Background: an optimization exercise with open tools, aiming at small area, a short achievable clock period and few clock cycles. Do not read the settings as production practice.
RTL that was checked went through simulation tests only; none was proved equivalent to the original.
Power and IR drop assume default switching activity.

==> flow/design.v <==
`timescale 1ns/100ps
module cacheTop
(
    input  logic                          clk,
    input  logic                          rst,
    input  logic                          cpuReqValid,
    input  logic                          cpuReqWrite,
    input  logic [10-1:0]      cpuReqAddr,
    input  logic [8-1:0]      cpuReqByte,
    output logic                          cpuRespValid,
    output logic                          cpuRespHit,
    output logic [32-1:0]      cpuRespWord,
    output logic                          cpuCredit,
    output logic                          memReqValid,
    output logic                          memReqWrite,
    output logic [6-1:0] memReqLineAddr,
    output logic [128-1:0]      memReqLine,
    input  logic                          memRespValid,
    input  logic [128-1:0]      memRespLine,
    input  logic                          memCredit
);
    logic [3:0]   valid;
    logic [3:0]   dirty;
    logic [4:0]   tags  [4];
    logic [127:0] lines [4];
    logic [1:0]   lruVictim;       
    logic         stIdle;          
    logic         stLate;          
    logic         stWb;            
    logic         stRdIssue;       
    logic         stRd;            
    logic         idle;
    logic         reqWrite;        
    logic [9:0]   reqAddr;
    assign idle = stIdle;
    logic [4:0]  inTag;
    logic        inSet;
    logic [3:0]  mruSlot;          
    logic [3:0]  match;            
    logic [3:0]  victimSlot;       
    logic        hitMru, hitLru, hitWay1, victimDirty;
    logic [4:0]  victimTag;
    assign inTag  = cpuReqAddr[9:5];
    assign inSet  = cpuReqAddr[4];
    always_comb begin
        victimTag = '0;
        for (int i = 0; i < 4; i++) begin
            mruSlot[i]    = (lruVictim[i / 2] != i[0]);
            match[i]      = valid[i] && (inSet == i[1]) && (tags[i] == inTag);
            victimSlot[i] = (inSet == i[1]) && !mruSlot[i];
            victimTag     = victimTag | ({5{victimSlot[i]}} & tags[i]);
        end
    end
    logic [4:0] mruTag [2];
    logic [1:0] mruValid, mruEq;
    always_comb begin
        for (int t = 0; t < 2; t++) begin
            mruTag[t]   = lruVictim[t] ? tags[2 * t]  : tags[2 * t + 1];
            mruValid[t] = lruVictim[t] ? valid[2 * t] : valid[2 * t + 1];
            mruEq[t]    = mruValid[t] && (mruTag[t] == inTag);
        end
    end
    assign hitMru      = inSet ? mruEq[1] : mruEq[0];
    assign hitLru      = |(match & ~mruSlot);
    assign hitWay1     = match[1] || match[3];
    assign victimDirty = |(victimSlot & valid & dirty);
    logic newReq, hitNow, lateNow, missNow, fillNow;
    assign newReq  = idle && cpuReqValid;
    assign hitNow  = newReq && hitMru;
    assign lateNow = newReq && hitLru;
    assign missNow = newReq && !hitMru && !hitLru;
    assign fillNow = stRd && memRespValid;
    logic [3:0]  wordDec;          
    logic [3:0]  lateSlot;         
    logic [3:0]  lateWordDec;      
    logic [3:0]  missWordDec;      
    logic [15:0] rdSel;
    logic [3:0]  missSel;
    always_comb begin
        cpuRespWord = '0;
        for (int w = 0; w < 4; w++) begin
            wordDec[w]     = (cpuReqAddr[3:2] == w);
            missWordDec[w] = (reqAddr[3:2] == w);
            missSel[w]     = stRd && missWordDec[w];
            cpuRespWord    = cpuRespWord | ({32{missSel[w]}} & memRespLine[(3 - w) * 32 +: 32]);
        end
        for (int i = 0; i < 4; i++) begin
            for (int w = 0; w < 4; w++) begin
                rdSel[i * 4 + w] = (idle && mruSlot[i] && (inSet == i[1]) && wordDec[w]) ||
                                   (lateSlot[i] && lateWordDec[w]);
                cpuRespWord = cpuRespWord | ({32{rdSel[i * 4 + w]}} & lines[i][(3 - w) * 32 +: 32]);
            end
        end
    end
    always_ff @(posedge clk) begin
        lateSlot    <= {4{lateNow}} & match;
        lateWordDec <= wordDec;
    end
    assign cpuRespValid = hitNow || stLate || fillNow;
    assign cpuCredit    = cpuRespValid;
    assign cpuRespHit   = !stRd;
    always_comb begin
        memReqLine = '0;
        for (int i = 0; i < 4; i++) begin
            memReqLine = memReqLine | ({128{victimSlot[i]}} & lines[i]);
        end
    end
    assign memReqValid    = missNow || stRdIssue;
    assign memReqWrite    = idle && victimDirty;
    assign memReqLineAddr = !idle       ? reqAddr[9:4] :
                            victimDirty ? {victimTag, inSet} : cpuReqAddr[9:4];
    always_ff @(posedge clk) begin
        if (rst) begin
            stIdle    <= 1'b1;
            stLate    <= 1'b0;
            stWb      <= 1'b0;
            stRdIssue <= 1'b0;
            stRd      <= 1'b0;
        end else begin
            stLate <= lateNow;
            if (lateNow || missNow) begin
                stIdle <= 1'b0;
            end
            if (stLate || fillNow) begin
                stIdle <= 1'b1;
            end
            if (missNow) begin
                stWb <= victimDirty;
                stRd <= !victimDirty;
            end
            if (stWb && memCredit) begin
                stWb      <= 1'b0;
                stRdIssue <= 1'b1;
            end
            if (stRdIssue) begin
                stRdIssue <= 1'b0;
                stRd      <= 1'b1;
            end
            if (fillNow) begin
                stRd <= 1'b0;
            end
        end
    end
    always_ff @(posedge clk) begin
        if (idle) begin
            reqWrite <= cpuReqWrite;
            reqAddr  <= cpuReqAddr;
        end
    end
    logic [3:0] fillSlot;          
    logic [3:0] wrSlot;            
    always_comb begin
        for (int i = 0; i < 4; i++) begin
            fillSlot[i] = fillNow && (reqAddr[4] == i[1]) && !mruSlot[i];
            wrSlot[i]   = newReq && cpuReqWrite && (match[i] || (missNow && victimSlot[i]));
        end
    end
    always_ff @(posedge clk) begin
        for (int s = 0; s < 2; s++) begin
            if (rst) begin
                lruVictim[s] <= 1'b0;
            end else if ((lateNow && inSet == s) || (fillNow && reqAddr[4] == s)) begin
                lruVictim[s] <= !lruVictim[s];
            end
        end
    end
    always_ff @(posedge clk) begin
        for (int i = 0; i < 4; i++) begin
            if (rst) begin
                valid[i] <= 1'b0;
            end else if (fillSlot[i]) begin
                valid[i] <= 1'b1;
            end
            if (fillSlot[i]) begin
                dirty[i] <= reqWrite;
                tags[i]  <= reqAddr[9:5];
            end else if (newReq && cpuReqWrite && match[i]) begin
                dirty[i] <= 1'b1;
            end
        end
    end
    logic [127:0] newLine;
    logic [15:0]  laneHit;       
    logic [15:0]  laneMem;       
    always_comb begin
        for (int k = 0; k < 16; k++) begin
            laneHit[k] = (cpuReqAddr[3:0] == k);
            laneMem[k] = !(reqWrite && (reqAddr[3:0] == k));
            newLine[(15 - k) * 8 +: 8] = stRd ? memRespLine[(15 - k) * 8 +: 8] : cpuReqByte;
        end
    end
    always_ff @(posedge clk) begin
        for (int i = 0; i < 4; i++) begin
            for (int k = 0; k < 16; k++) begin
                if ((fillSlot[i] && laneMem[k]) || (wrSlot[i] && laneHit[k])) begin
                    lines[i][(15 - k) * 8 +: 8] <= newLine[(15 - k) * 8 +: 8];
                end
            end
        end
    end
endmodule
clock: 5.0 ns
lec_check: 0
cap_margin: 20
core_margin: 2
core_utilization: 40
setup_slack_margin: 1.5
slew_margin: 20
run.sh (not shown) runs the stock make flow with config.mk's settings and CLKGATE_MAP_FILE= SYNTH_SCRIPT=/design/flow/synth_recipe.tcl, a recipe that flattens the netlist after the stock synthesis.
Testbench counts at the start, summed over its fixed seeds: cycles 43,346.
Next try:
--- a/flow/design.v
+++ b/flow/design.v
@@ -29,12 +29,13 @@
     logic         stWb;            
     logic         stRdIssue;       
     logic         stRd;            
     logic         idle;
     logic         reqWrite;        
     logic [9:0]   reqAddr;
+    logic [7:0]   reqByte;
     assign idle = stIdle;
     logic [4:0]  inTag;
     logic        inSet;
     logic [3:0]  mruSlot;          
     logic [3:0]  match;            
     logic [3:0]  victimSlot;       
@@ -142,20 +143,21 @@
         end
     end
     always_ff @(posedge clk) begin
         if (idle) begin
             reqWrite <= cpuReqWrite;
             reqAddr  <= cpuReqAddr;
+            reqByte  <= cpuReqByte;
         end
     end
     logic [3:0] fillSlot;          
-    logic [3:0] wrSlot;            
-    always_comb begin
-        for (int i = 0; i < 4; i++) begin
-            fillSlot[i] = fillNow && (reqAddr[4] == i[1]) && !mruSlot[i];
-            wrSlot[i]   = newReq && cpuReqWrite && (match[i] || (missNow && victimSlot[i]));
+    logic [3:0] hitWrSlot;         
+    always_comb begin
+        for (int i = 0; i < 4; i++) begin
+            fillSlot[i]  = fillNow && (reqAddr[4] == i[1]) && !mruSlot[i];
+            hitWrSlot[i] = newReq && cpuReqWrite && match[i];
         end
     end
     always_ff @(posedge clk) begin
         for (int s = 0; s < 2; s++) begin
             if (rst) begin
                 lruVictim[s] <= 1'b0;
@@ -171,31 +173,33 @@
             end else if (fillSlot[i]) begin
                 valid[i] <= 1'b1;
             end
             if (fillSlot[i]) begin
                 dirty[i] <= reqWrite;
                 tags[i]  <= reqAddr[9:5];
-            end else if (newReq && cpuReqWrite && match[i]) begin
+            end else if (hitWrSlot[i]) begin
                 dirty[i] <= 1'b1;
             end
         end
     end
+    logic [7:0]   byteSrc;
     logic [127:0] newLine;
     logic [15:0]  laneHit;       
     logic [15:0]  laneMem;       
+    assign byteSrc = stRd ? reqByte : cpuReqByte;
     always_comb begin
         for (int k = 0; k < 16; k++) begin
             laneHit[k] = (cpuReqAddr[3:0] == k);
-            laneMem[k] = !(reqWrite && (reqAddr[3:0] == k));
-            newLine[(15 - k) * 8 +: 8] = stRd ? memRespLine[(15 - k) * 8 +: 8] : cpuReqByte;
+            laneMem[k] = stRd && !(reqWrite && (reqAddr[3:0] == k));
+            newLine[(15 - k) * 8 +: 8] = laneMem[k] ? memRespLine[(15 - k) * 8 +: 8] : byteSrc;
         end
     end
     always_ff @(posedge clk) begin
         for (int i = 0; i < 4; i++) begin
             for (int k = 0; k < 16; k++) begin
-                if ((fillSlot[i] && laneMem[k]) || (wrSlot[i] && laneHit[k])) begin
+                if (fillSlot[i] || (hitWrSlot[i] && laneHit[k])) begin
                     lines[i][(15 - k) * 8 +: 8] <= newLine[(15 - k) * 8 +: 8];
                 end
             end
         end
     end
 endmodule
Effect:
- via count went up by 4.9%
- count of clock-buffer cells in the layout increases by 5
- power rose by 2.0%
- register-to-register slack degrades by 0.38 ns
- synthesized cell count grows by 0.46%
- worst setup slack gets better by 0.087 ns
- hold slack loses 0.0031 ns
- sequential power is about the same
- core utilization went up by 2.9 points
- routed wire length increases by 5.3%
- non-clock buffer count is higher by 113
For the second run of this note, only the layout was checked, not whether the RTL still works.

-- static timing again, ports no longer ideal --
Ports are ideal in the flow. The routed layouts listed here were re-timed in OpenROAD.
Step 1: set_driving_cell puts a clkbuf_16 on clk and a buf_2 on each other input, an assumption about the parent block.
Step 2 times the ports against the registers' clock, not the clock port: input delays grow and output delays shrink by t, the midpoint of the rising clock arrivals with the driver on.
a / b / c = ideal ports / drivers / drivers and shift; a / b = the first two.
run	t (ns)	slack for setup (ns)	hold slack, ns	worst slew at a driven data input, ns	pins driven straight from the clock port
the first run	0.693	1.072 / 1.006 / 1.006	0.466 / 0.466 / 0.466	0.14	1
the second run	0.707	1.159 / 1.010 / 0.829	0.463 / 0.463 / 0.463	0.14	1
After both steps every run listed still meets setup and hold. For the second run, which loses most, drivers alone change the setup slack by -0.149 ns; drivers and shift together by -0.330 ns.
